What follows belongs to an exercise in optimizing a design on an open flow for small area, a short achievable clock period and few clock cycles per item; a production flow would make more cautious choices. The RTL was checked by simulation tests, not by an equivalence proof against the original design. Power figures rest on the tool's default switching activity, not on a simulated workload.

`design.v`:
```
module aes_key_sched_iter #(
  parameter logic [2:0] MODES_EN = 3'b111,
  parameter int         IDX_W    = 6
) (
  input  logic             clk,
  input  logic             rst_n,
  input  logic             start,
  input  logic [1:0]       mode,
  input  logic [255:0]     key_in,
  output logic             busy,
  output logic             word_valid,
  input  logic             word_ready,
  output logic [31:0]      word_out,
  output logic [IDX_W-1:0] word_idx,
  output logic             done,
  output logic             err
);
  function automatic logic [3:0] sbox_mid(input logic [7:0] a);
    logic U0, U1, U2, U3, U4, U5, U6, U7;
    logic T1, T2, T3, T4, T5, T6, T7, T8, T9, T10, T11, T12, T13, T14, T15, T16;
    logic T17, T18, T19, T20, T21, T22, T23, T24, T25, T26, T27;
    logic M1, M2, M3, M4, M5, M6, M7, M8, M9, M10, M11, M12, M13, M14, M15, M16;
    logic M17, M18, M19, M20, M21, M22, M23, M24, M25, M26, M27, M28, M29, M30;
    logic M31, M32, M33, M34, M35, M36, M37, M38, M39, M40;
    {U0, U1, U2, U3, U4, U5, U6, U7} = a;
    T1 = U0 ^ U3;   T2 = U0 ^ U5;   T3 = U0 ^ U6;   T4 = U3 ^ U5;
    T5 = U4 ^ U6;   T6 = T1 ^ T5;   T7 = U1 ^ U2;   T8 = U7 ^ T6;
    T9 = U7 ^ T7;   T10 = T6 ^ T7;  T11 = U1 ^ U5;  T12 = U2 ^ U5;
    T13 = T3 ^ T4;  T14 = T6 ^ T11; T15 = T5 ^ T11; T16 = T5 ^ T12;
    T17 = T9 ^ T16; T18 = U3 ^ U7;  T19 = T7 ^ T18; T20 = T1 ^ T19;
    T21 = U6 ^ U7;  T22 = T7 ^ T21; T23 = T2 ^ T22; T24 = T2 ^ T10;
    T25 = T20 ^ T17; T26 = T3 ^ T16; T27 = T1 ^ T12;
    M1 = T13 & T6;  M2 = T23 & T8;  M3 = T14 ^ M1;  M4 = T19 & U7;
    M5 = M4 ^ M1;   M6 = T3 & T16;  M7 = T22 & T9;  M8 = T26 ^ M6;
    M9 = T20 & T17; M10 = M9 ^ M6;  M11 = T1 & T15; M12 = T4 & T27;
    M13 = M12 ^ M11; M14 = T2 & T10; M15 = M14 ^ M11; M16 = M3 ^ M2;
    M17 = M5 ^ T24; M18 = M8 ^ M7;  M19 = M10 ^ M15; M20 = M16 ^ M13;
    M21 = M17 ^ M15; M22 = M18 ^ M13; M23 = M19 ^ T25;
    M24 = M22 ^ M23;
    M25 = M22 & M20; M26 = M21 ^ M25; M27 = M20 ^ M21; M28 = M23 ^ M25;
    M29 = M28 & M27; M30 = M26 & M24; M31 = M20 & M23; M32 = M27 & M31;
    M33 = M27 ^ M25; M34 = M21 & M22; M35 = M24 & M34; M36 = M24 ^ M25;
    M37 = M21 ^ M29; M38 = M32 ^ M33; M39 = M23 ^ M30; M40 = M35 ^ M36;
    sbox_mid = {M37, M38, M39, M40};
  endfunction
  function automatic logic [7:0] sbox_out(input logic [7:0] a, input logic [3:0] m);
    logic U0, U1, U2, U3, U4, U5, U6, U7;
    logic T1, T2, T3, T4, T5, T6, T7, T8, T9, T10, T11, T12, T13, T15, T16;
    logic T17, T18, T19, T20, T21, T22, T23, T27;
    logic M37, M38, M39, M40, M41, M42, M43, M44;
    logic M45, M46, M47, M48, M49, M50, M51, M52, M53, M54, M55, M56, M57, M58;
    logic M59, M60, M61, M62, M63;
    logic L0, L1, L2, L3, L4, L5, L6, L7, L8, L9, L10, L11, L12, L13, L14, L15;
    logic L16, L17, L18, L19, L20, L21, L22, L23, L24, L25, L26, L27, L28, L29;
    {U0, U1, U2, U3, U4, U5, U6, U7} = a;
    {M37, M38, M39, M40} = m;
    T1 = U0 ^ U3;   T2 = U0 ^ U5;   T3 = U0 ^ U6;   T4 = U3 ^ U5;
    T5 = U4 ^ U6;   T6 = T1 ^ T5;   T7 = U1 ^ U2;   T8 = U7 ^ T6;
    T9 = U7 ^ T7;   T10 = T6 ^ T7;  T11 = U1 ^ U5;  T12 = U2 ^ U5;
    T13 = T3 ^ T4;  T15 = T5 ^ T11; T16 = T5 ^ T12;
    T17 = T9 ^ T16; T18 = U3 ^ U7;  T19 = T7 ^ T18; T20 = T1 ^ T19;
    T21 = U6 ^ U7;  T22 = T7 ^ T21; T23 = T2 ^ T22; T27 = T1 ^ T12;
    M41 = M38 ^ M40; M42 = M37 ^ M39; M43 = M37 ^ M38; M44 = M39 ^ M40;
    M45 = M42 ^ M41;
    M46 = M44 & T6;  M47 = M40 & T8;  M48 = M39 & U7;  M49 = M43 & T16;
    M50 = M38 & T9;  M51 = M37 & T17; M52 = M42 & T15; M53 = M45 & T27;
    M54 = M41 & T10; M55 = M44 & T13; M56 = M40 & T23; M57 = M39 & T19;
    M58 = M43 & T3;  M59 = M38 & T22; M60 = M37 & T20; M61 = M42 & T1;
    M62 = M45 & T4;  M63 = M41 & T2;
    L0 = M61 ^ M62;  L1 = M50 ^ M56;  L2 = M46 ^ M48;  L3 = M47 ^ M55;
    L4 = M54 ^ M58;  L5 = M49 ^ M61;  L6 = M62 ^ L5;   L7 = M46 ^ L3;
    L8 = M51 ^ M59;  L9 = M52 ^ M53;  L10 = M53 ^ L4;  L11 = M60 ^ L2;
    L12 = M48 ^ M51; L13 = M50 ^ L0;  L14 = M52 ^ M61; L15 = M55 ^ L1;
    L16 = M56 ^ L0;  L17 = M57 ^ L1;  L18 = M58 ^ L8;  L19 = M63 ^ L4;
    L20 = L0 ^ L1;   L21 = L1 ^ L7;   L22 = L3 ^ L12;  L23 = L18 ^ L2;
    L24 = L15 ^ L9;  L25 = L6 ^ L10;  L26 = L7 ^ L9;   L27 = L8 ^ L10;
    L28 = L11 ^ L14; L29 = L11 ^ L17;
    sbox_out = {L6 ^ L24, ~(L16 ^ L26), ~(L19 ^ L28), L6 ^ L21,
               L20 ^ L22, L25 ^ L29, ~(L13 ^ L27), ~(L6 ^ L23)};
  endfunction
  function automatic logic [7:0] decode(input logic [IDX_W-1:0] i, input logic [2:0] q,
                                        input logic [1:0] md);
    logic kp, d4, d3, d2, d1, rot, nrot, last;
    kp = 1'b0; d4 = 1'b0; d3 = 1'b0; d2 = 1'b0; d1 = 1'b0;
    rot = 1'b0; nrot = 1'b0; last = 1'b0;
    case (md)
      2'd0: begin
        kp   = (i < IDX_W'(3));
        d4   = (q == 3'd3); d3 = (q == 3'd0); d2 = (q == 3'd1); d1 = (q == 3'd2);
        rot  = (q == 3'd3);
        last = (i == IDX_W'(43));
      end
      2'd1: begin
        kp   = (i < IDX_W'(5));
        d4   = (q == 3'd1); d3 = (q == 3'd2); d2 = (q == 3'd3); d1 = (q == 3'd4);
        rot  = (q == 3'd5);
        last = (i == IDX_W'(51));
      end
      default: begin
        kp   = (i < IDX_W'(7));
        d4   = (q[1:0] == 2'd3); d3 = (q[1:0] == 2'd0);
        d2   = (q[1:0] == 2'd1); d1 = (q[1:0] == 2'd2);
        rot  = (q == 3'd7);
        nrot = (q == 3'd3) && (i > IDX_W'(7));
        last = (i == IDX_W'(59));
      end
    endcase
    decode = {kp, d4, d3, d2, d1, rot, nrot, last};
  endfunction
  logic             busy_q, done_q, err_q;
  logic [IDX_W-1:0] idx_q, idx_n;
  logic [2:0]       q_q, q_n;       
  logic [1:0]       md_q, md_n;     
  logic [2:0]       nk_q;           
  logic [7:0]       c_q;            
  logic             c_kp, c_d4, c_d3, c_d2, c_d1, c_rot, c_nrot, c_last;
  logic [7:0]       rcon_q;
  logic [7:0]       xa_q, ya_q;     
  logic [7:0]       xb_q, yb_q;     
  logic [3:0]       xm_q, ym_q;     
  logic [7:0]       sb0_q, sb1_q, sb2_q, sb3_q;   
  logic [31:0]      s_q [8];
  logic             mode_ok, take, ld, adv, hold;
  logic [31:0]      sh [8];         
  logic [31:0]      temp, new_word, e4, e3;
  logic [7:0]       xin, yin, xout, yout;
  always_comb begin
    case (mode)
      2'd0:    mode_ok = MODES_EN[0];
      2'd1:    mode_ok = MODES_EN[1];
      2'd2:    mode_ok = MODES_EN[2];
      default: mode_ok = 1'b0;
    endcase
  end
  assign {c_kp, c_d4, c_d3, c_d2, c_d1, c_rot, c_nrot, c_last} = c_q;
  assign take  = start && !busy_q && mode_ok;
  assign ld    = !busy_q;
  assign adv   = busy_q && word_ready;
  assign hold  = busy_q && !word_ready;
  always_comb begin
    idx_n = idx_q;
    q_n   = q_q;
    md_n  = md_q;
    if (ld) begin
      idx_n = '0;
      q_n   = 3'd0;
      md_n  = mode;
    end else if (adv) begin
      idx_n = idx_q + 1'b1;
      q_n   = c_rot ? 3'd0 : q_q + 3'd1;
    end
  end
  always_comb begin
    temp = ({32{c_rot}}  & {sb1_q ^ rcon_q, sb2_q, sb3_q, sb0_q})
         | ({32{c_nrot}} & {sb0_q, sb1_q, sb2_q, sb3_q})
         | ({32{!c_rot && !c_nrot && !c_kp}} & s_q[7]);
    new_word = s_q[0] ^ temp;
    for (int k = 0; k < 7; k++) sh[k] = s_q[k+1];
    if (nk_q[0]) sh[2] = s_q[7];
    if (nk_q[1]) sh[4] = s_q[7];
    sh[7] = new_word;
    e4 = c_kp ? s_q[3] : (new_word ^ s_q[1] ^ s_q[2] ^ (nk_q[0] ? s_q[7] : s_q[3]));
    e3 = c_kp ? s_q[2] : (s_q[7] ^ s_q[0] ^ s_q[1] ^ s_q[2]);
    xin  = c_d4 ? e4[31:24] : e3[23:16];
    yin  = c_d4 ? e4[15:8]  : e3[7:0];
    xout = sbox_out(xb_q, xm_q);
    yout = sbox_out(yb_q, ym_q);
  end
  always_ff @(posedge clk) begin
    if (!rst_n) begin
      busy_q <= 1'b0;
      done_q <= 1'b0;
      err_q  <= 1'b0;
    end else begin
      done_q <= adv && c_last;
      err_q  <= start && !busy_q && !mode_ok;
      if (take)               busy_q <= 1'b1;
      else if (adv && c_last) busy_q <= 1'b0;
    end
  end
  always_ff @(posedge clk) begin
    idx_q <= idx_n;
    q_q   <= q_n;
    md_q  <= md_n;
    nk_q  <= {md_n == 2'd2, md_n == 2'd1, md_n == 2'd0};
    c_q   <= decode(idx_n, q_n, md_n);
    for (int k = 0; k < 7; k++)
      s_q[k] <= ({32{ld}} & key_in[223 - 32*k -: 32]) | ({32{adv}} & sh[k])
              | ({32{hold}} & s_q[k]);
    s_q[7] <= ({32{ld}} & key_in[255:224]) | ({32{adv}} & sh[7]) | ({32{hold}} & s_q[7]);
    if (ld) begin
      rcon_q <= 8'h01;
    end else if (adv && c_rot) begin
      rcon_q <= {rcon_q[6:0], 1'b0} ^ (rcon_q[7] ? 8'h1b : 8'h00);
    end
    if (ld) begin
      xa_q <= key_in[159:152];
      ya_q <= key_in[143:136];
    end else if (adv) begin
      if (c_d4 || c_d3) begin xa_q <= xin; ya_q <= yin; end
      if (c_d3 || c_d2) begin
        xb_q <= xa_q; xm_q <= sbox_mid(xa_q);
        yb_q <= ya_q; ym_q <= sbox_mid(ya_q);
      end
      if (c_d2) begin sb0_q <= xout; sb2_q <= yout; end
      if (c_d1) begin sb1_q <= xout; sb3_q <= yout; end
    end
  end
  assign busy       = busy_q;
  assign word_valid = busy_q;
  assign done       = done_q;
  assign err        = err_q;
  assign word_out   = s_q[7];
  assign word_idx   = idx_q;
endmodule
```
`flow/run.sh`:
```
#!/bin/bash
# Standard layout with two changes:
#  - the combinational logic is mapped with an area-oriented ABC script
#    (flow/abc_map.script) instead of ORFS's speed script; the resizer's
#    timing repair later sizes what needs it. Registers are mapped by the
#    standard dfflibmap step before ABC runs, so they are unchanged.
#  - the port buffers that global placement inserts are
#    sky130_fd_sc_hd__buf_1; later repair steps may still resize them.
set -euo pipefail
cd "$(dirname "$0")/.."
rm -rf scripts_copy
cp -r "$FLOW_HOME/scripts" scripts_copy
cp flow/abc_map.script scripts_copy/abc_speed.script
export SCRIPTS_DIR="$PWD/scripts_copy"
export BUFFER_PORTS_ARGS="-buffer_cell sky130_fd_sc_hd__buf_1"
bash standard.sh > standard.log 2>&1
```
`flow/abc_map.script`:
```
strash
&get -n
&st
&dch
&nf
&put
topo
stime -c
```
`standard.sh`:
```
#!/bin/bash
# synth_recipe.tcl (not shown) runs the flow's synth.tcl, then flattens the netlist and writes it again
# the make line also repeats each setting of config.mk as NAME=value (left out here)
make -C /OpenROAD-flow-scripts/flow DESIGN_CONFIG=/design/flow/config.mk WORK_HOME=/design/flow/orfs CLKGATE_MAP_FILE= SYNTH_SCRIPT=/design/flow/synth_recipe.tcl "${@:-finish}"
```
`config.mk`:
```
export PLATFORM = sky130hd
export DESIGN_NAME = aes_key_sched_iter
export DESIGN_NICKNAME = aes_key_sched_iter
export VERILOG_FILES = /design/flow/design.v
export SDC_FILE = /design/flow/constraint.sdc
export NUM_CORES = 4
export LEC_CHECK = 0
export CAP_MARGIN = 20
export CORE_MARGIN = 2
export CORE_UTILIZATION = 55
export CTS_CLUSTER_DIAMETER = 100
export CTS_CLUSTER_SIZE = 24
export SETUP_SLACK_MARGIN = 3.2
export SLEW_MARGIN = 20
```
`constraint.sdc`:
```
create_clock -name core_clock -period 6.0 [get_ports {clk}]
set_input_delay 1.2000 -clock core_clock [delete_from_list [all_inputs] [get_ports {clk}]]
set_output_delay 1.2000 -clock core_clock [all_outputs]
set_load 0.01 [all_outputs]
```
==> results.json, run 1 <==
{
  "status": "complete, no violations",
  "std_cell_rows": 65,
  "io_buffers": 303,
  "grt_overflow": 0,
  "antenna_found_initial": 1,
  "hold_viol_final": 0,
  "clock_sinks": 360,
  "use_met2_pct": 48.1,
  "htree_num_levels": 1,
  "avgSynthCellArea_um2": 9.53,
  "slew_headroom_pct": 27.0,
  "start_util_pct": 55.6,
  "crit_required_ns": 6.25,
  "die_w_um": 182,
  "synth_nets": 2104,
  "synth_seq_cells": 360,
  "critical_path.top_delay_family": "XOR/XNOR gates",
  "syn_to_final_growth_pct": 16.4,
  "wl_per_cell_um": 18.2,
  "fin_crit_sh_pct": 45.5,
  "largest_register_ffs": 256,
  "min_path_type": "reg -> reg",
  "cp_slowest_stage_delay_ns": 0.53,
  "cts_buffers": 18,
  "fin_area_um2": 20400,
  "crit_arrival_ns": 2.98,
  "grt_usage_pct": 27.5,
  "critPathCaptureType": "flop",
  "drtIter0Drc": 1002,
  "synthArstFlopShare_pct": 0,
  "synth-edff-count": 72,
  "clock_latency_ns": 0.53,
  "io_pins": 304,
  "path_buf_inv": 0,
  "nFillCells": 2747,
  "grt_pass1_wl_um": 73800,
  "via_count": 14600,
  "min_period_ns": 2.73,
  "syn_area_um2": 17500,
  "tightest_slew_ns": 1.09,
  "ys_types": 38,
  "drv_slew": 0,
  "cp_max_fo": 5,
  "grt_max_degree": 115,
  "via_per_inst": 5.60,
  "p_total_mw": 9.20,
  "hpwl_um": 30100,
  "yosys_warnings": 3,
  "dieArea_um2": 33200,
  "regMostFlops": "s_q",
  "final_layout_size_suffix_gt1_share_pct": 4.88,
  "dpl_worst_slack_ns": 2.48,
  "place_congestion": 0.888,
  "cts_root_buffer": "clkbuf_16",
  "top_usage_layer": "met2",
  "cpMaxStageDelayCell": "edfxtp_1",
  "finClkSkew_ns": 0.0198,
  "met3_usage_pct": 2.85,
  "p_per_area_nw_per_um2": 452,
  "rsz0062_at_grt": "true",
  "setup_viol": 0,
  "finalNetCount": 2469,
  "drc": 0,
  "synth_ff_type": "dfxtp_1",
  "fin_util_pct": 64.7,
  "peakVddDrop_uv": 350,
  "startpoint_type": "flop",
  "drt_pass1_iterations": 9,
  "die_h_um": 182,
  "cts_tree": "built",
  "synthCells": 1836,
  "fmax_mhz": 367,
  "met1_usage_pct": 36.9,
  "clock_path_buffers": 3,
  "yosysSeqAreaShare_pct": 45.3,
  "ant_nets": 0,
  "clkTransAtPathRegs_ns": 0.10,
  "setup_ws_ns": 3.27,
  "cap_viol_max_count": 0,
  "cp_cell_sequence": "xnor2_4 -> xnor3_1 -> nor2_1 -> xor2_2 -> xor2_2 -> xnor3_1 -> xnor2_2",
  "grt_pass1_vias": 14200,
  "design.core.area_um2": 31500,
  "place_area_um2": 19300,
  "total_leakage_power_nw": 7.13,
  "drt_wl_total_um": 47500,
  "path_class": "reg -> reg",
  "num_antenna_cells": 0
}
[stage by stage]
stage / hold WS [ns] / cells / TNS [ns]
3_3_place_gp: 0.450 / 2555 / 0
2_1_floorplan: 0.438 / 1836 / -315.08
3_5_place_dp: 0.456 / 2555 / 0
6_report: 0.477 / 2613 / 0
5_1_grt: 0.509 / 2613 / 0
4_1_cts: 0.480 / 2591 / 0
[cells in the mapped netlist (12+ instances only)]
master    number  area share (%)
clkinv_1     183             3.9
nand3_1       21            0.60
edfxtp_1      72              12
dfxtp_1      288              33
nand2_1       79             1.7
xor2_1       116             5.8
o21ai_0      297             8.5
xnor2_1      197             9.9
mux2i_1       66             3.8
a21oi_1      123             3.5
nor2b_1       83             3.0
nor2_1        35            0.75
a22oi_1      178             7.6
and2_0        12            0.43
a222oi_1      24             1.4
[repair_timing]
item / 4_1_cts / 5_1_grt
pin swaps: 3 / 1
cloned: 1 / 2
hold buffers: 0 / 0
buffers inserted: 5 / 20
setup endpoints to repair: 27 / 94
gates resized for setup: 14 / 25
[path summary, 6_finish.rpt]
path                                        start            endpoint  slack (ns)  cells after the start
worst max-delay path            xb_q[7]$_DFFE_PP_  sb0_q[2]$_DFFE_PP_        3.27                      7
worst min-delay path            s_q[4][3]$_DFF_P_   s_q[4][3]$_DFF_P_        0.48                      2
worst max register to register  xb_q[7]$_DFFE_PP_  sb0_q[2]$_DFFE_PP_        3.27                      7
worst min register to register  s_q[4][3]$_DFF_P_   s_q[4][3]$_DFF_P_        0.48                      2
[power breakdown]
| group | internal (mW) | switching, mW | leakage, nW |
|---|---|---|---|
| Clock | 0.596 | 0.781 | 0.247 |
| Sequential | 3.18 | 0.279 | 3.09 |
| Combinational | 1.97 | 2.40 | 3.79 |
| Total | 5.74 | 3.46 | 7.13 |
[metal layers]
metal	vias to the layer above	wire length, um
li1	7233	-
met1	6973	21000
met2	383	23100
met3	47	2470
met4	2	921
met5	-	9
[kinds of logic (layout without fill, tap and decap cells)]
| logic type | count (synthesis) | count (layout) | share of synthesized area, % |
|---|---|---|---|
| simple gates | 247 | 248 | 7.07 |
| xor+xnor | 324 | 324 | 17.1 |
| mux | 67 | 67 | 3.84 |
| compound gates | 648 | 648 | 22.3 |
| fa+ha+maj | 6 | 6 | 0.429 |
| buf+inv | 184 | 558 | 3.97 |
| flops | 360 | 360 | 45.3 |
[worst reg2reg max path, stage by stage, from the launching register on]
cell and delay [ns]:
edfxtp_1 0.53, xnor2_4 0.31, xnor3_1 0.36, nor2_1 0.19, xor2_2 0.26, xor2_2 0.23, xnor3_1 0.38, xnor2_2 0.19
[placed cells by master (no fill, tap or decap), types with 3 or more instances in the layout]
master,instances
and2_0,9
a221oi_1,8
buf_4,35
nand2_1,78
xor2_1,108
a32o_1,4
xnor3_1,8
a222oi_1,24
nor2b_1,81
dfxtp_2,5
nand3_1,20
edfxtp_1,72
a21oi_1,122
dfxtp_1,282
xor2_2,7
nor2_1,33
o32ai_1,3
mux2i_1,66
ha_1,6
clkbuf_1,11
a22oi_1,178
xnor2_1,180
nand2b_1,4
o21ai_0,295
clkinv_1,183
xnor2_2,15
buf_1,303
clkbuf_16,20
[area by class of cell]
| cell class | count | area [um^2] | share of cell area (%) |
|---|---|---|---|
| clock buffer | 30 | 517 | 2.54 |
| inverter | 183 | 687 | 3.37 |
| tap | 402 | 503 | 2.47 |
| multi-input combinational | 1293 | 9170 | 45.0 |
| timing repair buffer | 345 | 1550 | 7.60 |
| sequential | 360 | 7940 | 39.0 |
Testbench counts, summed over its fixed seeds: cycles 27,072, words 26,552.
==> run 2: changes to the inputs <==
--- a/design.v
+++ b/design.v
@@ -108,5 +108,5 @@
     decode = {kp, d4, d3, d2, d1, rot, nrot, last};
   endfunction
-  logic             busy_q, done_q, err_q;
+  logic             busy_q, idle_q, done_q, err_q;   
   logic [IDX_W-1:0] idx_q, idx_n;
   logic [2:0]       q_q, q_n;       
@@ -121,5 +121,6 @@
   logic [7:0]       sb0_q, sb1_q, sb2_q, sb3_q;   
   logic [31:0]      s_q [8];
-  logic             mode_ok, take, ld, adv, hold;
+  logic             mode_ok, take, ld, adv, hold, busy_n;
+  logic [7:0]       c_ld, c_adv;
   logic [31:0]      sh [8];         
   logic [31:0]      temp, new_word, e4, e3;
@@ -134,8 +135,8 @@
   end
   assign {c_kp, c_d4, c_d3, c_d2, c_d1, c_rot, c_nrot, c_last} = c_q;
-  assign take  = start && !busy_q && mode_ok;
-  assign ld    = !busy_q;
-  assign adv   = busy_q && word_ready;
-  assign hold  = busy_q && !word_ready;
+  assign take  = start && idle_q && mode_ok;
+  assign ld    = idle_q;
+  assign adv   = !idle_q && word_ready;
+  assign hold  = !idle_q && !word_ready;
   always_comb begin
     idx_n = idx_q;
@@ -150,4 +151,7 @@
       q_n   = c_rot ? 3'd0 : q_q + 3'd1;
     end
+    c_ld  = decode('0, 3'd0, mode);
+    c_adv = decode(idx_q + 1'b1, c_rot ? 3'd0 : q_q + 3'd1, md_q);
+    busy_n = take || (!idle_q && !(adv && c_last));
   end
   always_comb begin
@@ -170,11 +174,12 @@
     if (!rst_n) begin
       busy_q <= 1'b0;
+      idle_q <= 1'b1;
       done_q <= 1'b0;
       err_q  <= 1'b0;
     end else begin
       done_q <= adv && c_last;
-      err_q  <= start && !busy_q && !mode_ok;
-      if (take)               busy_q <= 1'b1;
-      else if (adv && c_last) busy_q <= 1'b0;
+      err_q  <= start && idle_q && !mode_ok;
+      busy_q <= busy_n;
+      idle_q <= !busy_n;
     end
   end
@@ -184,5 +189,6 @@
     md_q  <= md_n;
     nk_q  <= {md_n == 2'd2, md_n == 2'd1, md_n == 2'd0};
-    c_q   <= decode(idx_n, q_n, md_n);
+    if (ld)       c_q <= c_ld;
+    else if (adv) c_q <= c_adv;
     for (int k = 0; k < 7; k++)
       s_q[k] <= ({32{ld}} & key_in[223 - 32*k -: 32]) | ({32{adv}} & sh[k])
==> run 2 against run 1 <==
Effect of this change:
- critical path type unchanged
- flip-flop and latch count grew 1
- non-clock buffer count shrank 14
- critical endpoint is now sb3_q[2]$_DFFE_PP_
- combinational power shrank 11%
- largest power group unchanged
- largest cell class unchanged
- register-to-register slack gained 0.03 ns
- clock-buffer cell count shrank 1
==> results.json, run 2 <==
{
  "drt_wl_total_um": 46400,
  "hold_viol_final": 0,
  "place_congestion": 0.872,
  "io_buffers": 303,
  "tightest_slew_ns": 0.963,
  "synth_seq_cells": 361,
  "largest_register_ffs": 256,
  "finalNonFillerCells": 2438,
  "grt_pass1_vias": 13500,
  "drtIter0Drc": 1495,
  "drt_pass1_iterations": 8,
  "wl_per_cell_um": 19.1,
  "grt_overflow": 0,
  "cts_tree": "built",
  "clkTransAtPathRegs_ns": 0.09,
  "clock_latency_ns": 0.53,
  "synth_top_family_by_area": "compound AO/OA/AOI/OAI gates",
  "mostFrequentLayoutCells": "buf_1, dfxtp_1, nand2_1",
  "grt_pass1_wl_um": 73100,
  "min_period_ns": 2.70,
  "grt_usage_pct": 27.5,
  "ys_types": 40,
  "slew_headroom_pct": 35.8,
  "yosys.area.top_type": "dfxtp_1",
  "ant_nets": 0,
  "finClkSkew_ns": 0.0252,
  "grt_max_degree": 149,
  "std_cell_rows": 64,
  "synth_nets": 1947,
  "syn_area_um2": 17000,
  "reg2reg_slack_ns": 3.30,
  "hold_slack_ns": 0.446,
  "cts_root_buffer": "clkbuf_16",
  "setup_ws_ns": 3.30,
  "crit_arrival_ns": 2.96,
  "synthArstFlopShare_pct": 0,
  "die_w_um": 180,
  "synth_common_cells": "dfxtp_1, nand2_1, xnor2_1, a22oi_1, xor2_1",
  "total_leakage_power_nw": 7.09,
  "min_path_type": "reg -> reg",
  "nFillCells": 2676,
  "die_h_um": 180,
  "io_pins": 304,
  "hpwl_um": 30800,
  "syn_to_final_growth_pct": 15.9,
  "dpl_worst_slack_ns": 2.61,
  "crit_required_ns": 6.27,
  "cap_viol_max_count": 0,
  "peakVddDrop_uv": 401,
  "drc": 0,
  "regMostFlops": "s_q",
  "clock_path_buffers": 3,
  "dieArea_um2": 32400,
  "cp_max_fo": 4,
  "layout_commonest_cell": "buf_1",
  "finalNetCount": 2299,
  "fin_crit_sh_pct": 45.0,
  "setup_viol": 0,
  "yosys.area.top_type_share_pct": 33.9,
  "synth_compound_area_share_pct": 21.0,
  "p_total_mw": 8.74,
  "antenna_found_initial": 5,
  "rsz0062_at_grt": "false",
  "synthMuxAreaShare_pct": 3.89,
  "startpoint_type": "flop",
  "yosysSeqAreaShare_pct": 46.8,
  "clock_sinks": 361,
  "synthCells": 1678,
  "synth-edff-count": 73,
  "status": "complete, no violations",
  "drv_slew": 0,
  "synth_simple_gate_area_share_pct": 7.87,
  "final_layout_size_suffix_gt1_share_pct": 4.17,
  "ys_top_cells_by_area": "dfxtp_1, edfxtp_1, xnor2_1",
  "setup_tns_ns": 0,
  "cts_hold_buf": 0,
  "htree_num_levels": 1,
  "via_count": 14400,
  "critPathCaptureType": "flop",
  "yosys_warnings": 3,
  "post_synth_fa_ha_maj_area_fraction_pct": 0.515,
  "synth_xor_area_share_pct": 17.5,
  "cts_buffers": 19,
  "start_util_pct": 55.8,
  "p_per_area_nw_per_um2": 443,
  "path_class": "reg -> reg",
  "via_per_inst": 5.89,
  "dp_cells": 2392,
  "synth_ff_type": "dfxtp_1",
  "avgSynthCellArea_um2": 10.1,
  "fmax_mhz": 370,
  "yosysMostFrequentCell": "dfxtp_1",
  "design.core.area_um2": 30500
}
==> run 2: changes by cell type in the layout (fill, tap and decap cells not counted), sizes merged, moves of 12 or more <==
| cell | delta |
|---|---|
| o21ai | -176 |
| nand2 | +168 |
| a222oi | +101 |
| a21oi | -88 |
| nor2b | -74 |
| clkinv | -71 |
| a22oi | -39 |
| o221ai | +21 |
| nand3 | -18 |
| xnor2 | -17 |
| xor2 | +15 |
| buf | -12 |
==> run 2: stage by stage <==
step                utilization, %  cell area [um^2]
finish                        64.7             19700
global route                  64.7             19700
CTS                           63.8             19500
detailed placement            61.8             18800
global placement              61.8             18800
floorplan                        -             17000
==> run 2: per-layer routing <==
| layer | wire length [um] | track usage [%] | up-vias |
|---|---|---|---|
| met5 | 27 | 0 | - |
| met4 | 1230 | 6.80 | 4 |
| met3 | 3350 | 4.80 | 68 |
| met2 | 21800 | 45.3 | 491 |
| met1 | 20100 | 37.6 | 6861 |
| li1 | - | - | 6937 |
==> run 2: worst paths after layout <==
check,start,endpoint,depth (start not counted)
max,yb_q[3]$_DFFE_PP_,sb3_q[2]$_DFFE_PP_,7
min,s_q[4][5]$_DFF_P_,s_q[3][5]$_DFF_P_,2
max reg2reg,yb_q[3]$_DFFE_PP_,sb3_q[2]$_DFFE_PP_,7
min reg2reg,s_q[4][5]$_DFF_P_,s_q[3][5]$_DFF_P_,2
==> run 2: report_power, final <==
group / switching [mW] / internal [mW] / total, mW / leakage [nW]
logic: 2.04 / 1.85 / 3.89 / 3.73
clock network: 0.801 / 0.606 / 1.41 / 0.257
registers: 0.303 / 3.14 / 3.45 / 3.10
total: 3.14 / 5.60 / 8.74 / 7.09
==> run 2: area by class of cell <==
type | instances | area, um^2 | area share, %
Multi-Input combinational cell | 1206 | 8900 | 45.1
Sequential cell | 361 | 7970 | 40.4
Antenna cell | 3 | 7.51 | 0.0380
Clock inverter | 1 | 30.0 | 0.152
Tap cell | 396 | 495 | 2.51
Timing Repair Buffer | 331 | 1390 | 7.06
Clock buffer | 29 | 513 | 2.60
Inverter | 111 | 417 | 2.11
==> run 2: what timing repair did <==
action,in CTS,in global routing
resized for setup,11,21
endpoints found under the setup margin,45,58
pin swaps,0,3
gates cloned,1,0
setup buffers,1,11
==> run 2: logic make-up after synthesis <==
| kind of cell | count (synthesis) |
|---|---|
| flops | 361 |
| simple gates | 329 |
| fa+ha+maj | 7 |
| buf+inv | 112 |
| xor+xnor | 322 |
| compound gates | 481 |
| mux | 66 |
==> run 2: critical path, stage by stage (launching register included) <==
cell	delay, ns
edfxtp_1	0.47
xnor2_2	0.33
xor3_1	0.48
nand2b_1	0.09
xnor2_1	0.10
xnor2_1	0.38
xnor2_1	0.21
xnor3_1	0.39
Testbench counts of run 2, summed over its fixed seeds: cycles 27,072, words 26,552.
==> run 3: changes to the inputs <==
--- a/config.mk
+++ b/config.mk
@@ -11,4 +11,4 @@
 export CTS_CLUSTER_DIAMETER = 100
 export CTS_CLUSTER_SIZE = 24
-export SETUP_SLACK_MARGIN = 3.2
+export SETUP_SLACK_MARGIN = 3.45
 export SLEW_MARGIN = 20
==> run 3 against run 2 <==
Effect of this change:
- via count rose by 1.7%
- critical path depth rose by 2
- design area rose by 2.9%
- highest routed layer unchanged
- core utilization rose by 1.9 points
==> results.json, run 3 <==
{
  "std_cell_rows": 64,
  "place_congestion": 0.870,
  "synth_seq_cells": 361,
  "finalNetCount": 2331,
  "slew_headroom_pct": 31.1,
  "synth-edff-count": 73,
  "cp_max_fo": 5,
  "fin_crit_sh_pct": 43.3,
  "crit_arrival_ns": 2.88,
  "grt_max_degree": 199,
  "regMostFlops": "s_q",
  "drv_slew": 0,
  "yosys.area.top_type": "dfxtp_1",
  "seq_area_um2": 7970,
  "finClkSkew_ns": 0.0213,
  "p_int_mw": 5.86,
  "grt_usage_pct": 28.5,
  "crit_required_ns": 6.29,
  "yosysSeqAreaShare_pct": 46.8,
  "reg2reg_slack_ns": 3.40,
  "regToRegStartpoint": "ya_q[1]$_DFFE_PP_",
  "path_class": "reg -> reg",
  "largest_register_ffs": 256,
  "min_period_ns": 2.60,
  "multi_input_area_um2": 9210,
  "yosys_warnings": 3,
  "design.core.area_um2": 30500,
  "endpoint": "ym_q[2]$_DFFE_PP_",
  "finalNonFillerCells": 2469,
  "ant_nets": 0,
  "startpoint_type": "flop",
  "tightest_slew_ns": 1.03,
  "r2r_cells": 9,
  "ys_top_cells_by_area": "dfxtp_1, edfxtp_1, xnor2_1",
  "synthArstFlopShare_pct": 0,
  "hpwl_um": 31500,
  "synth_nets": 1947,
  "synth_ff_type": "dfxtp_1",
  "p_seq_share_pct": 37.8,
  "drt_pass1_iterations": 13,
  "peakVddDrop_uv": 340,
  "layout_commonest_cell": "buf_1",
  "die_w_um": 180,
  "cap_viol_max_count": 0,
  "wl_per_cell_um": 19.8,
  "p_total_mw": 9.15,
  "swShare_pct": 36.0,
  "dpl_worst_slack_ns": 2.61,
  "synth_common_cells": "dfxtp_1, nand2_1, xnor2_1, a22oi_1, xor2_1",
  "clock_latency_ns": 0.52,
  "dp_cells": 2393,
  "syn_to_final_growth_pct": 19.3,
  "min_path_type": "reg -> reg",
  "timing.rr.end": "ym_q[2]$_DFFE_PP_",
  "setup_ws_ns": 3.40,
  "total_leakage_power_nw": 7.40,
  "syn_area_um2": 17000,
  "start_util_pct": 55.8,
  "cts_tree": "built",
  "power_frac_comb_pct": 46.6,
  "status": "complete, no violations",
  "die_h_um": 180,
  "mostFrequentLayoutCells": "buf_1, dfxtp_1, nand2_1",
  "yosys.area.top_type_share_pct": 33.9,
  "io_buffers": 303,
  "ys_types": 40,
  "hold_viol_final": 0,
  "yosysMostFrequentCell": "dfxtp_1",
  "nFillCells": 2568,
  "cts_root_buffer": "clkbuf_16",
  "final_layout_size_suffix_gt1_share_pct": 7.97,
  "setup_viol": 0,
  "clock_sinks": 361,
  "avgSynthCellArea_um2": 10.1,
  "via_per_inst": 5.91,
  "synthCells": 1678,
  "rsz0062_at_grt": "true",
  "fmax_mhz": 385,
  "grt_pass1_vias": 13900,
  "io_pins": 304,
  "clkTransAtPathRegs_ns": 0.10,
  "cts_buffers": 19,
  "hold_slack_ns": 0.421,
  "p_sw_mw": 3.29,
  "drtIter0Drc": 1534,
  "dieArea_um2": 32400,
  "via_count": 14600,
  "crit_start": "ya_q[1]$_DFFE_PP_",
  "drt_wl_total_um": 48800,
  "antenna_found_initial": 6,
  "clock_path_buffers": 3,
  "critPathCaptureType": "flop",
  "p_per_area_nw_per_um2": 451,
  "clkPwrFrac_pct": 15.7,
  "drc": 0,
  "grt_overflow": 0,
  "htree_num_levels": 1,
  "grt_pass1_wl_um": 75500
}
run 3: cell type report:
| class | count | share of cell area (%) |
|---|---|---|
| Inverter | 111 | 2.06 |
| Sequential cell | 361 | 39.3 |
| Clock buffer | 29 | 2.63 |
| Antenna cell | 2 | 0.0247 |
| Tap cell | 396 | 2.44 |
| Timing Repair Buffer | 363 | 8.11 |
| Clock inverter | 1 | 0.0986 |
| Multi-Input combinational cell | 1206 | 45.4 |
run 3: cell families (layout without fill, tap and decap cells):
kind of cell	Yosys count	count (layout)	synth area share, %
simple gates	329	330	7.87
buf+inv	112	504	2.49
mux	66	66	3.89
compound gates	481	481	21.0
xor+xnor	322	322	17.5
other cells	0	2	0
flops	361	361	46.8
fa+ha+maj	7	7	0.515
run 3: how the worst min path moves through the flow:
| stage | start | end | depth (start not counted) |
|---|---|---|---|
| finish | s_q[6][8]$_DFF_P_ | s_q[5][8]$_DFF_P_ | 2 |
| global route | s_q[6][8]$_DFF_P_ | s_q[5][8]$_DFF_P_ | 2 |
| CTS | s_q[6][8]$_DFF_P_ | s_q[5][8]$_DFF_P_ | 2 |
| detailed placement | s_q[6][19]$_DFF_P_ | s_q[5][19]$_DFF_P_ | 2 |
| global placement | s_q[6][23]$_DFF_P_ | s_q[5][23]$_DFF_P_ | 2 |
| floorplan | c_q[3]$_SDFFE_PP0P_ | c_q[3]$_SDFFE_PP0P_ | 2 |
run 3: worst max-delay path, stage by stage, from the launching register on:
cell      delay, ns
edfxtp_1       0.52
xor2_4         0.33
xnor2_2        0.13
xnor2_1        0.14
ha_1           0.33
xor2_2         0.17
xnor2_2        0.17
xnor2_2        0.31
a21oi_2        0.10
xor2_1         0.15
run 3: per-stage QoR:
stage	instance area [um^2]	TNS, ns	utilization (%)
2_1_floorplan	17100	-1212.79	-
3_3_place_gp	18900	0	61.8
3_5_place_dp	18900	0	61.9
4_1_cts	20000	0	65.5
5_1_grt	20300	0	66.5
6_report	20300	0	66.5
run 3: layer usage:
layer / global-route usage (%) / routed length, um
met1: 37.5 / 20400
met2: 48.3 / 23600
met3: 5.75 / 3750
met5: 0 / 42
met4: 7.02 / 1040
run 3: power by group through the flow:
stage,clock [mW],combinational [mW],sequential [mW]
after floorplan,0,2.89,3.46
after global placement,0,3.50,3.50
after detailed placement,0,3.57,3.51
after CTS,1.46,4.09,3.45
after global routing,1.54,4.64,3.49
final,1.43,4.26,3.45
run 3: timing repair:
item / 4_1_cts / 5_1_grt
hold buffers: 0 / 0
setup endpoints to repair: 69 / 100
gates cloned: 0 / 1
gates resized for setup: 51 / 32
buffers inserted: 29 / 14
pin swaps: 26 / 23
==> run 4: changes to the inputs <==
--- a/config.mk
+++ b/config.mk
@@ -11,4 +11,4 @@
 export CTS_CLUSTER_DIAMETER = 100
 export CTS_CLUSTER_SIZE = 24
-export SETUP_SLACK_MARGIN = 3.45
+export SETUP_SLACK_MARGIN = 3.7
 export SLEW_MARGIN = 20
==> run 4 against run 3 <==
Effect of this change:
- non-clock buffer count grew 88
- synthesized cell count is the same
- critical path depth shrank 1
- clock skew grew 0.0094 ns
- clock power is essentially flat
- flip-flop and latch count is the same
- cell count grew 3.6%
- still clean
- sequential share of layout area shrank 2.2 points
- sequential power is essentially flat
- total power grew 13%
- register-to-register slack lost 0.09 ns
==> results.json, run 4 <==
{
  "regToRegStartpoint": "xa_q[6]$_DFFE_PP_",
  "grt_pass1_vias": 14000,
  "setup_viol": 0,
  "dr_wl_met3_um": 3910,
  "ys_types": 40,
  "critPathCaptureType": "flop",
  "cts_buffers": 19,
  "wirelength_met1_um": 22100,
  "clock_sinks": 361,
  "die_w_um": 180,
  "hold_slack_ns": 0.443,
  "io_buffers": 303,
  "path_class": "reg -> reg",
  "wl_per_cell_um": 20.6,
  "finalNetCount": 2422,
  "antenna_found_initial": 3,
  "cts_hold_buf": 0,
  "dieArea_um2": 32400,
  "nFillCells": 2386,
  "drv_slew": 0,
  "synth-edff-count": 73,
  "io_pins": 304,
  "min_path_type": "reg -> reg",
  "hold_viol_final": 0,
  "p_per_area_nw_per_um2": 474,
  "final_layout_size_suffix_gt1_share_pct": 17.6,
  "synthCells": 1678,
  "rsz0062_at_grt": "true",
  "avgSynthCellArea_um2": 10.1,
  "yosys_warnings": 3,
  "clock_path_buffers": 3,
  "cts_tree": "built",
  "grt_usage_pct": 28.7,
  "cp_cell_sequence": "xnor3_2 -> buf_4 -> xnor2_1 -> nand2_1 -> xnor3_1 -> xnor2_2 -> o21ai_0 -> a21oi_1",
  "crit_required_ns": 6.27,
  "tightest_slew_ns": 0.738,
  "cp_slowest_stage_delay_ns": 0.49,
  "fin_area_um2": 21900,
  "yosysSeqAreaShare_pct": 46.8,
  "cts_root_buffer": "clkbuf_16",
  "place_area_um2": 19000,
  "drt_wl_total_um": 52700,
  "drt_pass1_iterations": 10,
  "synth_ff_type": "dfxtp_1",
  "ys_top_cells_by_area": "dfxtp_1, edfxtp_1, xnor2_1",
  "design.core.area_um2": 30500,
  "crit_arrival_ns": 2.96,
  "status": "complete, no violations",
  "synth_common_cells": "dfxtp_1, nand2_1, xnor2_1, a22oi_1, xor2_1",
  "ant_nets": 0,
  "clkTransAtPathRegs_ns": 0.10,
  "cpMaxStageDelayCell": "xnor3_2",
  "met2WireLength_um": 25700,
  "top_layer_used": "met5",
  "finClkSkew_ns": 0.0307,
  "synthArstFlopShare_pct": 0,
  "std_cell_rows": 64,
  "cp_max_fo": 5,
  "crit_start": "xa_q[6]$_DFFE_PP_",
  "clock_latency_ns": 0.53,
  "yosysMostFrequentCell": "dfxtp_1",
  "htree_num_levels": 1,
  "fmax_mhz": 372,
  "via_count": 15200,
  "largest_register_ffs": 256,
  "mostFrequentLayoutCells": "buf_1, nand2_1, dfxtp_1",
  "drc": 0,
  "setup_ws_ns": 3.31,
  "grt_pass1_wl_um": 75700,
  "grt_overflow": 0,
  "syn_to_final_growth_pct": 28.4,
  "syn_area_um2": 17000,
  "grt_max_degree": 158,
  "drtIter0Drc": 1804,
  "place_congestion": 0.862,
  "hpwl_um": 30000,
  "startpoint_type": "flop",
  "via_per_inst": 5.95,
  "slew_headroom_pct": 50.3,
  "fin_util_pct": 71.6,
  "min-delay-start": "s_q[6][24]$_DFF_P_",
  "cap_viol_max_count": 0,
  "regMostFlops": "s_q",
  "peakVddDrop_uv": 377,
  "total_leakage_power_nw": 8.24,
  "synth_seq_cells": 361,
  "yosys.area.top_type_share_pct": 33.9,
  "dpl_worst_slack_ns": 2.64,
  "layout_commonest_cell": "buf_1",
  "start_util_pct": 55.8,
  "die_h_um": 180,
  "min_period_ns": 2.69,
  "yosys.area.top_type": "dfxtp_1",
  "fin_crit_sh_pct": 44.8,
  "synth_nets": 1947
}
run 4: metal layers:
metal	global-route usage (%)	vias to the layer above
li1	-	7175
met5	0	-
met3	5.33	57
met4	6.86	2
met1	39.4	7445
met2	47.0	556
run 4: final timing paths:
path	depth (start not counted)	to	slack [ns]
min reg2reg	2	s_q[5][24]$_DFF_P_	0.44
max	8	xm_q[3]$_DFFE_PP_	3.31
min	2	s_q[5][24]$_DFF_P_	0.44
max reg2reg	8	xm_q[3]$_DFFE_PP_	3.31
run 4: per-stage QoR:
step	instances	power (mW)	TNS (ns)
after floorplan	1678	6.42	-1212.79
final	2559	10.4	0
after global placement	2389	7.08	0
after CTS	2476	9.09	0
after global routing	2559	10.8	0
after detailed placement	2389	7.15	0
run 4: cells by family after synthesis:
logic type               share of synthesized area, %
AND/OR/NAND/NOR                                  7.87
XOR/XNOR                                         17.5
adder cells (fa/ha/maj)                         0.515
flip-flops                                       46.8
buffers and inverters                            2.49
AO/OA/AOI/OAI                                    21.0
multiplexers                                     3.89
run 4: what timing repair did:
item | 4_1_cts | 5_1_grt
endpoints found under the setup margin | 403 | 184
buffers inserted | 54 | 79
pin swaps | 32 | 63
cloned | 3 | 3
resized for setup | 145 | 117
run 4: power by group:
group          internal, mW  leakage, nW  switching [mW]
clock network         0.604        0.258           0.816
registers              3.15         3.12           0.299
logic                  2.78         4.86            2.71
total                  6.53         8.24            3.83
run 4: layout make-up:
cell class,instances,area (um^2),share of cell area (%)
Antenna cell,1,2.50,0.0114
Clock buffer,28,509,2.33
Clock inverter,2,25.0,0.114
Inverter,111,418,1.91
Multi-Input combinational cell,1209,9780,44.7
Sequential cell,361,8100,37.1
Tap cell,396,495,2.27
Timing Repair Buffer,451,2520,11.6
run 4: worst max-delay path: cells and delay by family, from the launching register on:
| family | cells | cell delay (ns) |
|---|---|---|
| AO/OA/AOI/OAI | 2 | 0.48 |
| XOR/XNOR | 4 | 1.24 |
| buffers and inverters | 1 | 0.18 |
| flip-flops | 1 | 0.46 |
| AND/OR/NAND/NOR | 1 | 0.07 |
==> run 5: changes to the inputs <==
--- a/config.mk
+++ b/config.mk
@@ -8,7 +8,7 @@
 export CAP_MARGIN = 20
 export CORE_MARGIN = 2
-export CORE_UTILIZATION = 55
+export CORE_UTILIZATION = 65
 export CTS_CLUSTER_DIAMETER = 100
 export CTS_CLUSTER_SIZE = 24
-export SETUP_SLACK_MARGIN = 3.7
+export SETUP_SLACK_MARGIN = 3.45
 export SLEW_MARGIN = 20
==> run 5 against run 4 <==
Effect of this change:
- routed wire length decreased by 6.4%
- clock power about the same
- via count decreased by 0.56%
- worst hold slack improved by 0.0069 ns
- combinational power decreased by 16%
- non-clock buffer count decreased by 70
- flip-flop and latch count unchanged
- maximum frequency increased by 0.90%
- clock-buffer cell count increased by 2
- clock skew decreased by 0.0058 ns
- cell count decreased by 5.1%
- synthesized cell count unchanged
- largest power group unchanged
- highest routed layer is now met4
==> results.json, run 5 <==
{
  "cap_viol_max_count": 0,
  "cts_buffers": 19,
  "fin_crit_sh_pct": 44.4,
  "nFillCells": 1783,
  "avgSynthCellArea_um2": 10.1,
  "drv_slew": 0,
  "synthArstFlopShare_pct": 0,
  "htree_num_levels": 1,
  "whs_path_depth": 2,
  "slew_headroom_pct": 41.6,
  "grt_pass1_vias": 14100,
  "cts_root_buffer": "clkbuf_16",
  "finalNetCount": 2348,
  "synth_seq_cells": 361,
  "min-delay-start": "s_q[6][24]$_DFF_P_",
  "total_leakage_power_nw": 7.51,
  "cts_tree": "built",
  "layout_commonest_cell": "buf_1",
  "ant_nets": 0,
  "mostFrequentLayoutCells": "buf_1, dfxtp_1, nand2_1",
  "yosys.area.top_type": "dfxtp_1",
  "tightest_slew_ns": 0.876,
  "wl_per_cell_um": 20.3,
  "synthCells": 1678,
  "grt_usage_pct": 33.3,
  "place_congestion": 0.875,
  "min_period_ns": 2.67,
  "critPathCaptureType": "flop",
  "syn_to_final_growth_pct": 20.2,
  "yosys.area.top_type_share_pct": 33.9,
  "grt_max_degree": 179,
  "setup_viol": 0,
  "synth_ff_type": "dfxtp_1",
  "largest_register_ffs": 256,
  "io_buffers": 303,
  "rsz0062_at_grt": "true",
  "setup_tns_ns": 0,
  "met2WireLength_um": 24000,
  "cp_max_fo": 4,
  "status": "complete, no violations",
  "dieArea_um2": 27500,
  "peakVddDrop_uv": 776,
  "hold_viol_final": 0,
  "antenna_found_initial": 3,
  "die_h_um": 166,
  "ys_top_cells_by_area": "dfxtp_1, edfxtp_1, xnor2_1",
  "ys_types": 40,
  "std_cell_rows": 59,
  "regMostFlops": "s_q",
  "hold_slack_ns": 0.449,
  "yosysMostFrequentCell": "dfxtp_1",
  "drtIter0Drc": 2106,
  "die_w_um": 166,
  "yosys_warnings": 3,
  "clock_latency_ns": 0.54,
  "final_layout_size_suffix_gt1_share_pct": 8.90,
  "top_layer_used": "met4",
  "min_path_type": "reg -> reg",
  "hpwl_um": 30800,
  "r2r_cells": 8,
  "synth_common_cells": "dfxtp_1, nand2_1, xnor2_1, a22oi_1, xor2_1",
  "grt_pass1_wl_um": 74600,
  "grt_overflow": 0,
  "yosysSeqAreaShare_pct": 46.8,
  "via_per_inst": 6.24,
  "cts_hold_buf": 0,
  "startpoint_type": "flop",
  "clkTransAtPathRegs_ns": 0.11,
  "drc": 0,
  "io_pins": 304,
  "dr_wl_met3_um": 4220,
  "regToRegStartpoint": "xa_q[1]$_DFFE_PP_",
  "crit_arrival_ns": 2.96,
  "drt_pass1_iterations": 13,
  "fin_util_pct": 79.0,
  "clock_path_buffers": 3,
  "synth_nets": 1947,
  "dpl_worst_slack_ns": 2.62,
  "setup_ws_ns": 3.33,
  "p_per_area_nw_per_um2": 464,
  "finClkSkew_ns": 0.0248,
  "start_util_pct": 65.7,
  "clock_sinks": 361,
  "p_total_mw": 9.50,
  "synth-edff-count": 73,
  "via_count": 15200,
  "crit_start": "xa_q[1]$_DFFE_PP_",
  "fmax_mhz": 375,
  "design.core.area_um2": 25900,
  "crit_required_ns": 6.29,
  "drt_wl_total_um": 49300,
  "wirelength_met1_um": 19400,
  "path_class": "reg -> reg",
  "syn_area_um2": 17000
}
## run 5: cell count changes in the layout (fill, tap and decap cells not counted), moves of 10 or more
cell,previous run,this run
xnor2_1,112,144
xor2_1,103,113
dfxtp_4,36,2
xnor2_2,55,31
buf_6,17,1
dfxtp_1,243,282
buf_1,267,303
buf_2,24,0
buf_4,123,69
## run 5: final timing paths
check	to	slack [ns]
hold / removal	s_q[5][24]$_DFF_P_	0.45
hold reg to reg	s_q[5][24]$_DFF_P_	0.45
setup / recovery	xm_q[1]$_DFFE_PP_	3.33
setup reg to reg	xm_q[1]$_DFFE_PP_	3.33
## run 5: cell families after synthesis
logic type | after synthesis | synth area share [%]
xor gates and xnor gates | 322 | 17.5
buffers and inverters | 112 | 2.49
muxes | 66 | 3.89
DFF | 361 | 46.8
and+or+nand+nor | 329 | 7.87
adders and majority gates | 7 | 0.515
AOI/OAI and AO/OA | 481 | 21.0
## run 5: worst max-delay path: stages (launching register included)
cell and delay (ns):
edfxtp_1 0.50, buf_4 0.21, xor2_2 0.19, xnor2_1 0.27, nor2_1 0.09, xnor2_1 0.25, xnor3_2 0.55, a211oi_4 0.28
a21oi_2 0.07
## run 5: repair_timing
action,in CTS,in global routing
pin swaps,15,33
hold endpoints to repair,0,0
buffers inserted,25,35
endpoints found under the setup margin,254,187
resized for setup,47,48
cloned,1,0
## run 5: through the flow
| step | std cells | area [um^2] |
|---|---|---|
| floorplan | 1678 | 17100 |
| global placement | 2331 | 18800 |
| detailed placement | 2332 | 18800 |
| CTS | 2390 | 19900 |
| global route | 2427 | 20500 |
| finish | 2428 | 20500 |
## run 5: final cells by class
cell class	instances	area (um^2)	share of cell area, %
timing repair buffer	381	1840	8.99
clock inverter	2	38.8	0.190
clock buffer	30	517	2.53
inverter	111	418	2.04
multi-input combinational	1205	9250	45.2
antenna	3	7.51	0.0367
tap	335	419	2.05
sequential	361	7970	39.0
## run 5: layer usage
metal	vias up	track usage (%)
li1	7028	-
met2	726	54.8
met1	7298	43.8
met4	0	12.4
met3	98	6.41
met5	-	0
## run 5: power by group
group | internal [mW] | switching, mW | total [mW] | leakage [nW]
Combinational | 2.25 | 2.37 | 4.61 | 4.15
Clock | 0.612 | 0.814 | 1.43 | 0.263
Sequential | 3.14 | 0.317 | 3.46 | 3.10
==> run 6: changes to the inputs <==
--- a/design.v
+++ b/design.v
@@ -16,19 +16,44 @@
   output logic             err
 );
-  function automatic logic [3:0] sbox_mid(input logic [7:0] a);
-    logic U0, U1, U2, U3, U4, U5, U6, U7;
-    logic T1, T2, T3, T4, T5, T6, T7, T8, T9, T10, T11, T12, T13, T14, T15, T16;
-    logic T17, T18, T19, T20, T21, T22, T23, T24, T25, T26, T27;
+  function automatic logic [7:0] vmap(input logic [7:0] u);
+    vmap[7] = ^(u & 8'b00101110);
+    vmap[6] = ^(u & 8'b10000010);
+    vmap[5] = ^(u & 8'b00010100);
+    vmap[4] = ^(u & 8'b01001110);
+    vmap[3] = ^(u & 8'b01001111);
+    vmap[2] = ^(u & 8'b10110100);
+    vmap[1] = ^(u & 8'b11100001);
+    vmap[0] = ^(u & 8'b10010000);
+  endfunction
+  function automatic logic [3:0] sbox_mid(input logic [7:0] v);
+    logic V0, V1, V2, V3, V4, V5, V6, V7, U7;
+    logic T1, T2, T3, T4, T6, T8, T9, T10, T13, T14, T15, T16;
+    logic T17, T19, T20, T22, T23, T24, T25, T26, T27;
     logic M1, M2, M3, M4, M5, M6, M7, M8, M9, M10, M11, M12, M13, M14, M15, M16;
     logic M17, M18, M19, M20, M21, M22, M23, M24, M25, M26, M27, M28, M29, M30;
     logic M31, M32, M33, M34, M35, M36, M37, M38, M39, M40;
-    {U0, U1, U2, U3, U4, U5, U6, U7} = a;
-    T1 = U0 ^ U3;   T2 = U0 ^ U5;   T3 = U0 ^ U6;   T4 = U3 ^ U5;
-    T5 = U4 ^ U6;   T6 = T1 ^ T5;   T7 = U1 ^ U2;   T8 = U7 ^ T6;
-    T9 = U7 ^ T7;   T10 = T6 ^ T7;  T11 = U1 ^ U5;  T12 = U2 ^ U5;
-    T13 = T3 ^ T4;  T14 = T6 ^ T11; T15 = T5 ^ T11; T16 = T5 ^ T12;
-    T17 = T9 ^ T16; T18 = U3 ^ U7;  T19 = T7 ^ T18; T20 = T1 ^ T19;
-    T21 = U6 ^ U7;  T22 = T7 ^ T21; T23 = T2 ^ T22; T24 = T2 ^ T10;
-    T25 = T20 ^ T17; T26 = T3 ^ T16; T27 = T1 ^ T12;
+    {V0, V1, V2, V3, V4, V5, V6, V7} = v;
+    T1 = V7;
+    T2 = V2 ^ V7;
+    T3 = V1;
+    T4 = V2;
+    T6 = V0 ^ V5;
+    T8 = V0 ^ V3 ^ V4 ^ V5;
+    T9 = V0 ^ V4;
+    T10 = V3 ^ V5;
+    T13 = V1 ^ V2;
+    T14 = V3 ^ V7;
+    T15 = V3;
+    T16 = V0;
+    T17 = V4;
+    T19 = V6 ^ V7;
+    T20 = V6;
+    T22 = V1 ^ V6;
+    T23 = V1 ^ V2 ^ V6 ^ V7;
+    T24 = V2 ^ V3 ^ V5 ^ V7;
+    T25 = V4 ^ V6;
+    T26 = V0 ^ V1;
+    T27 = V5;
+    U7 = V3 ^ V4;
     M1 = T13 & T6;  M2 = T23 & T8;  M3 = T14 ^ M1;  M4 = T19 & U7;
     M5 = M4 ^ M1;   M6 = T3 & T16;  M7 = T22 & T9;  M8 = T26 ^ M6;
@@ -44,8 +69,8 @@
     sbox_mid = {M37, M38, M39, M40};
   endfunction
-  function automatic logic [7:0] sbox_out(input logic [7:0] a, input logic [3:0] m);
-    logic U0, U1, U2, U3, U4, U5, U6, U7;
-    logic T1, T2, T3, T4, T5, T6, T7, T8, T9, T10, T11, T12, T13, T15, T16;
-    logic T17, T18, T19, T20, T21, T22, T23, T27;
+  function automatic logic [7:0] sbox_out(input logic [7:0] v, input logic [3:0] m);
+    logic V0, V1, V2, V3, V4, V5, V6, V7, U7;
+    logic T1, T2, T3, T4, T6, T8, T9, T10, T13, T15, T16;
+    logic T17, T19, T20, T22, T23, T27;
     logic M37, M38, M39, M40, M41, M42, M43, M44;
     logic M45, M46, M47, M48, M49, M50, M51, M52, M53, M54, M55, M56, M57, M58;
@@ -53,12 +78,24 @@
     logic L0, L1, L2, L3, L4, L5, L6, L7, L8, L9, L10, L11, L12, L13, L14, L15;
     logic L16, L17, L18, L19, L20, L21, L22, L23, L24, L25, L26, L27, L28, L29;
-    {U0, U1, U2, U3, U4, U5, U6, U7} = a;
+    {V0, V1, V2, V3, V4, V5, V6, V7} = v;
+    T1 = V7;
+    T2 = V2 ^ V7;
+    T3 = V1;
+    T4 = V2;
+    T6 = V0 ^ V5;
+    T8 = V0 ^ V3 ^ V4 ^ V5;
+    T9 = V0 ^ V4;
+    T10 = V3 ^ V5;
+    T13 = V1 ^ V2;
+    T15 = V3;
+    T16 = V0;
+    T17 = V4;
+    T19 = V6 ^ V7;
+    T20 = V6;
+    T22 = V1 ^ V6;
+    T23 = V1 ^ V2 ^ V6 ^ V7;
+    T27 = V5;
+    U7 = V3 ^ V4;
     {M37, M38, M39, M40} = m;
-    T1 = U0 ^ U3;   T2 = U0 ^ U5;   T3 = U0 ^ U6;   T4 = U3 ^ U5;
-    T5 = U4 ^ U6;   T6 = T1 ^ T5;   T7 = U1 ^ U2;   T8 = U7 ^ T6;
-    T9 = U7 ^ T7;   T10 = T6 ^ T7;  T11 = U1 ^ U5;  T12 = U2 ^ U5;
-    T13 = T3 ^ T4;  T15 = T5 ^ T11; T16 = T5 ^ T12;
-    T17 = T9 ^ T16; T18 = U3 ^ U7;  T19 = T7 ^ T18; T20 = T1 ^ T19;
-    T21 = U6 ^ U7;  T22 = T7 ^ T21; T23 = T2 ^ T22; T27 = T1 ^ T12;
     M41 = M38 ^ M40; M42 = M37 ^ M39; M43 = M37 ^ M38; M44 = M39 ^ M40;
     M45 = M42 ^ M41;
@@ -201,8 +238,8 @@
     end
     if (ld) begin
-      xa_q <= key_in[159:152];
-      ya_q <= key_in[143:136];
+      xa_q <= vmap(key_in[159:152]);
+      ya_q <= vmap(key_in[143:136]);
     end else if (adv) begin
-      if (c_d4 || c_d3) begin xa_q <= xin; ya_q <= yin; end
+      if (c_d4 || c_d3) begin xa_q <= vmap(xin); ya_q <= vmap(yin); end
       if (c_d3 || c_d2) begin
         xb_q <= xa_q; xm_q <= sbox_mid(xa_q);
--- a/config.mk
+++ b/config.mk
@@ -8,7 +8,7 @@
 export CAP_MARGIN = 20
 export CORE_MARGIN = 2
-export CORE_UTILIZATION = 65
+export CORE_UTILIZATION = 55
 export CTS_CLUSTER_DIAMETER = 100
 export CTS_CLUSTER_SIZE = 24
-export SETUP_SLACK_MARGIN = 3.45
+export SETUP_SLACK_MARGIN = 3.65
 export SLEW_MARGIN = 20
==> run 6 against run 5 <==
Effect of this change:
- core utilization fell by 10 points
- sequential power is 3% lower
- synthesized cell count shrank 2.1%
- clock skew is 0.0037 ns higher
- register-to-register slack worse by 0.13 ns
- routed wire length is 5.9% higher
- highest routed layer is now met5
==> results.json, run 6 <==
{
  "drt_wl_total_um": 52300,
  "die_w_um": 181,
  "setup_tns_ns": 0,
  "via_count": 14800,
  "clock_sinks": 361,
  "total_leakage_power_nw": 7.79,
  "clock_path_buffers": 3,
  "clkTransAtPathRegs_ns": 0.10,
  "path_class": "reg -> reg",
  "dieArea_um2": 32700,
  "grt_pass1_vias": 14100,
  "hold_viol_final": 0,
  "swShare_pct": 34.3,
  "wl_per_cell_um": 21.1,
  "cts_root_buffer": "clkbuf_16",
  "fin_crit_sh_pct": 46.6,
  "yosys_warnings": 3,
  "slew_headroom_pct": 31.3,
  "grt_max_degree": 171,
  "crit_arrival_ns": 3.05,
  "start_util_pct": 56.1,
  "io_buffers": 303,
  "use_met2_pct": 50.4,
  "min_path_type": "reg -> reg",
  "clkPwrFrac_pct": 17.4,
  "regMostFlops": "s_q",
  "grt_usage_pct": 30.3,
  "via_per_inst": 5.99,
  "p_seq_share_pct": 41.1,
  "drc": 0,
  "cts_hold_buf": 0,
  "ant_nets": 0,
  "grt_overflow": 0,
  "p_int_mw": 5.33,
  "tightest_slew_ns": 1.03,
  "ys_types": 39,
  "met1_usage_pct": 39.8,
  "setup_viol": 0,
  "mostFrequentLayoutCells": "buf_1, dfxtp_1, nand2_1",
  "cap_viol_max_count": 0,
  "drt_pass1_iterations": 13,
  "place_congestion": 0.847,
  "status": "complete, no violations",
  "finalNetCount": 2334,
  "avgSynthCellArea_um2": 10.5,
  "cts_buffers": 19,
  "clock_latency_ns": 0.54,
  "io_pins": 304,
  "fin_util_pct": 68.9,
  "synthCells": 1643,
  "synth_nets": 1913,
  "synth_ff_type": "dfxtp_1",
  "power_frac_comb_pct": 41.5,
  "top_usage_layer": "met2",
  "yosys.area.top_type_share_pct": 33.5,
  "hold_slack_ns": 0.448,
  "yosysMostFrequentCell": "dfxtp_1",
  "largest_register_ffs": 256,
  "synth-edff-count": 73,
  "drtIter0Drc": 1682,
  "p_sw_mw": 2.79,
  "crit_required_ns": 6.26,
  "p_total_mw": 8.12,
  "cp_max_fo": 6,
  "design.core.area_um2": 30700,
  "startpoint_type": "flop",
  "drv_slew": 0,
  "synth_common_cells": "dfxtp_1, nand2_1, xnor2_1, a22oi_1, xor2_1",
  "cts_tree": "built",
  "layout_commonest_cell": "buf_1",
  "synthArstFlopShare_pct": 0,
  "dp_cells": 2353,
  "htree_num_levels": 1,
  "yosys.area.top_type": "dfxtp_1",
  "std_cell_rows": 64,
  "peakVddDrop_uv": 346,
  "finalNonFillerCells": 2472,
  "met3_usage_pct": 5.22,
  "antenna_found_initial": 3,
  "min_period_ns": 2.79,
  "rsz0062_at_grt": "true",
  "grt_pass1_wl_um": 78900,
  "fmax_mhz": 358,
  "yosysSeqAreaShare_pct": 46.3,
  "ys_top_cells_by_area": "dfxtp_1, edfxtp_1, xnor2_1",
  "syn_area_um2": 17200,
  "hpwl_um": 32200,
  "syn_to_final_growth_pct": 22.9,
  "finClkSkew_ns": 0.0285,
  "synth_seq_cells": 361,
  "die_h_um": 181,
  "final_layout_size_suffix_gt1_share_pct": 12.5,
  "p_per_area_nw_per_um2": 384,
  "critPathCaptureType": "flop"
}
[run 6: cell count changes in the layout (fill, tap and decap cells not counted), sizes merged, moves of 7 or more]
cell / delta
nand2: -40
o211ai: -7
xnor2: +15
clkbuf: +8
a22oi: +17
a21oi: -15
o221ai: -21
clkinv: -7
mux4: +14
buf: +8
[run 6: power by group through the flow]
stage                     logic [mW]  clock network, mW  registers [mW]
final                           3.37               1.41            3.34
after global routing            3.66               1.53            3.37
after CTS                       3.01               1.45            3.32
after detailed placement        2.73                  0            3.39
after global placement          2.68                  0            3.38
after floorplan                 2.18                  0            3.32
[run 6: logic make-up after synthesis]
| family | count (synthesis) | synth area share [%] |
|---|---|---|
| xor+xnor | 343 | 18.4 |
| buf+inv | 106 | 2.34 |
| mux | 87 | 6.10 |
| flops | 361 | 46.3 |
| compound gates | 450 | 19.5 |
| fa+ha+maj | 8 | 0.582 |
| simple gates | 288 | 6.80 |
[run 6: stage by stage]
step	setup slack, ns	instance area, um^2
after floorplan	-6.70	17400
after global placement	2.43	19100
after detailed placement	2.33	19100
after CTS	3.23	20700
after global routing	3.13	21100
final	3.21	21100
[run 6: layout make-up]
type / instances / area (um^2)
clock buffer: 30 / 517
clock inverter: 1 / 30.0
inverter: 105 / 394
sequential: 361 / 8090
multi-input combinational: 1180 / 9490
fill: 2435 / 9530
timing repair buffer: 397 / 2110
antenna: 2 / 5.00
tap: 396 / 495
[run 6: path summary, 6_finish.rpt]
path	startpoint	endpoint	slack (ns)	cells past startpoint
worst min-delay path	s_q[4][29]$_DFF_P_	s_q[3][29]$_DFF_P_	0.45	2
worst max register to register	nk_q[0]$_DFF_P_	xa_q[7]$_DFFE_PP_	3.21	9
worst min register to register	s_q[4][29]$_DFF_P_	s_q[3][29]$_DFF_P_	0.45	2
worst max-delay path	nk_q[0]$_DFF_P_	xa_q[7]$_DFFE_PP_	3.21	9
[run 6: layer usage]
layer	share of wire (%)	vias to the layer above
li1	-	6983
met1	41	7165
met2	48	571
met3	7.6	97
met4	3.5	2
met5	0.027	-
[run 6: what timing repair did]
item                                    CTS  global route
pin swaps                                22            24
gates cloned                              5             1
resized for setup                       113            52
setup buffers                            60            20
endpoints found under the setup margin  388           132
[run 6: worst max-delay path, stage by stage (launching register included)]
cell and delay, ns:
dfxtp_4 0.40, buf_12 0.16, mux2i_4 0.24, xnor2_1 0.18, xnor3_1 0.33, mux4_2 0.55
xnor2_4 0.25, xnor2_2 0.16, xnor2_1 0.15, o21ai_0 0.09
Testbench counts of run 6, summed over its fixed seeds: cycles 27,072, words 26,552.

separate check: timing with driven ports:
Ports are ideal in the flow. The routed layouts listed here were re-timed in OpenROAD. Step 1 (the two cells are an assumption about what drives the block):
set clk [get_ports {clk}]
set_driving_cell -lib_cell sky130_fd_sc_hd__clkbuf_16 $clk
set_driving_cell -lib_cell sky130_fd_sc_hd__buf_2 [delete_from_list [all_inputs] $clk]
Step 2 also shifts input and output timing later by t, the mid clock arrival at the registers, as if the neighbouring blocks saw the same clock. Slacks: ideal / step 1 / step 2; pairs: ideal / step 1.
| run | t, ns | setup WS [ns] | pins driven straight from the clock port |
|---|---|---|---|
| run 1 | 0.577 | 3.272 / 3.272 / 2.720 | 1 |
| run 2 | 0.568 | 3.300 / 3.300 / 2.827 | 1 |
| run 3 | 0.565 | 3.403 / 3.403 / 3.047 | 1 |
| run 4 | 0.577 | 3.309 / 3.309 / 3.167 | 1 |
| run 5 | 0.578 | 3.333 / 3.333 / 2.944 | 1 |
| run 6 | 0.576 | 3.206 / 3.206 / 3.107 | 1 |
After both steps setup and hold are still met in every run listed. The setup slack of run 1, which loses most, moves by 0.000 ns with the drivers and by -0.552 ns with both steps.
